What follows belongs to an exercise in optimizing a design on an open flow for small area, a short achievable clock period and few clock cycles per item; a production flow would make more cautious choices.
The RTL was checked by simulation tests, not by an equivalence proof against the original design.
No activity file was given, so power comes from the tool's default toggle rates.

Setup of yarrow:
==> flow/design.v <==
package lsfws_pkg;
    localparam int WINDOW_SIZE = 5;
    localparam int MID_INDEX   = WINDOW_SIZE / 2;
    localparam int FILL_W      = $clog2(WINDOW_SIZE + 1);
    localparam int POS_W       = 32;
    localparam int SCORE_W     = 17;
    localparam int QUEUE_DEPTH = 2;
    localparam int QPTR_W      = (QUEUE_DEPTH > 1) ? $clog2(QUEUE_DEPTH) : 1;
    localparam int QCNT_W      = $clog2(QUEUE_DEPTH + 1);
    localparam int PADDR_W     = 3;
    localparam int PDATA_W     = 32;
    localparam logic [SCORE_W-1:0] THRESHOLD_RESET = 17'd64881;
    localparam logic FUNC_INSERT = 1'b0;
    localparam logic FUNC_FLUSH  = 1'b1;
    localparam logic [PADDR_W-3:0] REG_SCORE_THRESHOLD = '0;
    typedef logic [POS_W-1:0]   pos_t;
    typedef logic [SCORE_W-1:0] score_t;
    typedef struct packed {
        logic   func;
        pos_t   position;
        score_t score;
    } item_t;
    typedef struct packed {
        pos_t kept_position;
        logic last;
    } result_t;
    typedef struct packed {
        pos_t [WINDOW_SIZE-1:0] positions;
        logic [WINDOW_SIZE-1:0] mask;
    } job_t;
endpackage
module low_score_flank_window_selector
(
    input  logic               clk,
    input  logic               rst_n,
    input  logic               psel,
    input  logic               penable,
    input  logic               pwrite,
    input  logic [lsfws_pkg::PADDR_W-1:0] paddr,
    input  logic [lsfws_pkg::PDATA_W-1:0] pwdata,
    output logic [lsfws_pkg::PDATA_W-1:0] prdata,
    output logic               pready,
    input  logic               item_valid,
    output logic               item_stall,
    input  lsfws_pkg::item_t              item,
    output logic               result_valid,
    input  logic               result_stall,
    output lsfws_pkg::result_t            result
);
    localparam int SLOTS   = lsfws_pkg::WINDOW_SIZE;
    localparam int SCORE_W = lsfws_pkg::SCORE_W;
    localparam int POS_W   = lsfws_pkg::POS_W;
    localparam int PDATA_W = lsfws_pkg::PDATA_W;
    lsfws_pkg::score_t           threshold_reg;
    logic [SLOTS-1:0][POS_W-1:0] pos_reg;
    logic [SLOTS-1:0]            pend_reg;
    logic [SLOTS-1:0]            last_reg;
    logic [SLOTS-1:0]            kept_reg;
    lsfws_pkg::score_t           s1_reg;          
    lsfws_pkg::score_t           s2_reg;          
    lsfws_pkg::score_t           m_reg;           
    logic [2:0]                  fill_reg;
    logic                        stall_reg;
    logic                        out_valid_reg;
    lsfws_pkg::result_t          out_reg;
    function automatic logic lt(input logic [SCORE_W-1:0] a, input logic [SCORE_W-1:0] b);
        logic [31:0] l;
        logic [31:0] e;
        l = '0;
        e = '1;
        for (int i = 0; i < SCORE_W; i++)
        begin
            l[i] = ~a[i] & b[i];
            e[i] = ~(a[i] ^ b[i]);
        end
        for (int w = 1; w < 32; w = w * 2)
            for (int i = 0; i + w < 32; i = i + 2 * w)
            begin
                l[i] = l[i+w] | (e[i+w] & l[i]);
                e[i] = e[i+w] & e[i];
            end
        lt = l[0];
    endfunction
    assign pready = 1'b1;
    always_ff @(posedge clk or negedge rst_n)
    begin
        if (!rst_n)
            threshold_reg <= lsfws_pkg::THRESHOLD_RESET;
        else if (psel && penable && pwrite && !paddr[2])
            threshold_reg <= pwdata[SCORE_W-1:0];
    end
    assign prdata = paddr[2] ? '0 : PDATA_W'(threshold_reg);
    logic             accept;
    logic             insert;
    logic             flush;
    logic             full;
    logic             b1;
    logic             b2;
    logic             bm;
    logic             low;
    logic [SLOTS-1:0] win;         
    logic [SLOTS-1:0] kept_sh;     
    logic [SLOTS-1:0] newp;        
    assign item_stall = stall_reg && result_stall;
    assign accept     = item_valid && !item_stall;
    assign insert     = accept && !item.func;
    assign flush      = accept && item.func;
    assign full       = (fill_reg == 3'd5);
    assign b1 = lt(s1_reg, threshold_reg);
    assign b2 = lt(s2_reg, threshold_reg);
    assign bm = lt(m_reg, threshold_reg);
    always_comb
    begin
        win = '0;
        if (item.func)
        begin
            kept_sh = kept_reg;
            for (int i = 0; i < SLOTS; i++)
                win[i] = (3'(i) < fill_reg);
            if (full)
                low = b1 | b2;                           
            else
                low = (b1 && fill_reg >= 3'd1)
                    | (b2 && fill_reg >= 3'd2)
                    | (bm && fill_reg >= 3'd3);          
        end
        else
        begin
            kept_sh = {kept_reg[SLOTS-2:0], 1'b0};
            for (int i = 0; i < SLOTS; i++)
                win[i] = (3'(i) <= fill_reg);
            if (full)
                low = b2;                                
            else if (fill_reg == 3'd4)
                low = bm | b2;                           
            else
                low = 1'b0;
        end
        newp = low ? (win & ~kept_sh) : '0;
    end
    logic [SLOTS-1:0] pick;        
    logic             load_out;
    logic [POS_W-1:0] pick_pos;
    logic             pick_last;
    always_comb
    begin
        pick = '0;
        for (int i = 0; i < SLOTS; i++)
            if (pend_reg[i])
            begin
                pick    = '0;
                pick[i] = 1'b1;
            end
        pick_pos  = '0;
        pick_last = 1'b0;
        for (int i = 0; i < SLOTS; i++)
        begin
            pick_pos  = pick_pos | (pick[i] ? pos_reg[i] : '0);
            pick_last = pick_last | (pick[i] & last_reg[i]);
        end
    end
    assign load_out = (|pend_reg) && (!out_valid_reg || !result_stall);
    logic [SLOTS-1:0] pend_left;
    logic [SLOTS-1:0] pend_next;
    logic             out_valid_next;
    assign pend_left = load_out ? (pend_reg & ~pick) : pend_reg;
    always_comb
    begin
        if (insert)
            pend_next = {pend_left[SLOTS-2:0], 1'b0} | newp;
        else if (flush)
            pend_next = pend_left | newp;
        else
            pend_next = pend_left;
        out_valid_next = load_out || (out_valid_reg && result_stall);
    end
    always_ff @(posedge clk or negedge rst_n)
    begin
        if (!rst_n)
        begin
            pend_reg      <= '0;
            fill_reg      <= '0;
            stall_reg     <= 1'b0;
            out_valid_reg <= 1'b0;
        end
        else
        begin
            pend_reg <= pend_next;
            if (insert && !full)
                fill_reg <= fill_reg + 3'd1;
            else if (flush)
                fill_reg <= '0;
            stall_reg     <= pend_next[SLOTS-1] && out_valid_next;
            out_valid_reg <= out_valid_next;
        end
    end
    always_ff @(posedge clk)
    begin
        if (insert)
        begin
            pos_reg  <= {pos_reg[SLOTS-2:0], item.position};
            last_reg <= {last_reg[SLOTS-2:0], low};
            kept_reg <= kept_sh | newp;
            s1_reg   <= item.score;
            s2_reg   <= s1_reg;
            if (fill_reg == 3'd2 || lt(s2_reg, m_reg))
                m_reg <= s2_reg;
        end
        else if (flush)
        begin
            last_reg[0] <= last_reg[0] | newp[0];
            kept_reg    <= '0;
        end
        if (load_out)
            out_reg <= {pick_pos, pick_last};
    end
    assign result_valid = out_valid_reg;
    assign result       = out_reg;
endmodule
==> flow/config.mk <==
export PLATFORM = sky130hd
export DESIGN_NAME = low_score_flank_window_selector
export DESIGN_NICKNAME = low_score_flank_window_selector
export VERILOG_FILES = /design/flow/design.v
export SDC_FILE = /design/flow/constraint.sdc
export NUM_CORES = 4
export LEC_CHECK = 0
export CAP_MARGIN = 20
export CORE_MARGIN = 2
export CORE_UTILIZATION = 40
export CTS_BUF_LIST = sky130_fd_sc_hd__clkbuf_8
export CTS_CLUSTER_SIZE = 24
export SETUP_SLACK_MARGIN = 3
export SLEW_MARGIN = 20
==> flow/constraint.sdc <==
create_clock -name core_clock -period 5.5 [get_ports {clk}]
set_input_delay 1.1000 -clock core_clock [delete_from_list [all_inputs] [get_ports {clk}]]
set_output_delay 1.1000 -clock core_clock [all_outputs]
set_load 0.01 [all_outputs]
run.sh (not shown) runs the stock make flow with config.mk's settings and CLKGATE_MAP_FILE= SYNTH_SCRIPT=/design/flow/synth_recipe.tcl, a recipe that flattens the netlist after the stock synthesis.
Testbench counts of yarrow, summed over its fixed seeds: cycles 14,112, items 12,000.
Modified inputs, onyx compared to yarrow
-- flow/config.mk --
<<< yarrow, line 8
export CAP_MARGIN = 20
export CORE_MARGIN = 2
export CORE_UTILIZATION = 40
export CTS_BUF_LIST = sky130_fd_sc_hd__clkbuf_8
export CTS_CLUSTER_SIZE = 24
export SETUP_SLACK_MARGIN = 3
export SLEW_MARGIN = 20
>>> onyx, line 8
export CAP_MARGIN = 20
export CORE_MARGIN = 2
export CORE_UTILIZATION = 65
export SETUP_SLACK_MARGIN = 3
export SLEW_MARGIN = 20
### Flow results
Per the comparison of onyx with yarrow, number of placed cells counting well taps went down by about 12%, placed wire-length estimate after detailed placement up about 2.7%, worst setup slack went down 0.0063 ns, worst supply voltage drop on vdd rose about 30%.
### onyx -> nickel
-- flow/config.mk --
<<< onyx, line 8
export CAP_MARGIN = 20
export CORE_MARGIN = 2
export CORE_UTILIZATION = 65
export SETUP_SLACK_MARGIN = 3
export SLEW_MARGIN = 20
>>> nickel, line 8
export CAP_MARGIN = 20
export CORE_MARGIN = 2
export CORE_UTILIZATION = 40
export CTS_BUF_LIST = sky130_fd_sc_hd__clkbuf_4
export CTS_CLUSTER_SIZE = 16
export SETUP_SLACK_MARGIN = 2.8
export SLEW_MARGIN = 20
nickel — met2 wire length about 15% lower, onyx as reference. | cell count | nickel vs onyx | 21% higher |. nickel against onyx: power spent charging and discharging nets rose about 2.6%; wire length of the first global-routing pass fell 4.2%.

[afterwards: timing with drivers on the ports]
No port has a modelled driver above. Below, the same layouts with a new extraction and two added sets of constraints.
Step 1: set_driving_cell puts a clkbuf_16 on clk and a buf_2 on each other input, an assumption about the parent block.
Step 2 adds t to the input delays and takes it off the output delays; t is the mean of the earliest and latest rising clock arrival at the registers after step 1. Input paths then give back, and output paths get back, about the clock's delay inside the block.
Three values: ideal, step 1, step 2; two values: the first two.
run	t (ns)	setup slack, ns	hold WS [ns]	worst setup path at the end	latest minus earliest clock arrival (ns)
yarrow	0.605	2.799 / 2.752 / 2.503	0.439 / 0.439 / 0.439	input to register	0.023 / 0.023
onyx	0.589	2.793 / 2.739 / 2.528	0.448 / 0.448 / 0.448	input to register	0.014 / 0.015
nickel	0.695	2.882 / 2.840 / 2.184	0.435 / 0.435 / 0.435	input to register	0.072 / 0.072
After both steps every run listed still meets setup and hold. The setup slack of nickel, which loses most, moves by -0.042 ns with the drivers and by -0.698 ns with both steps.
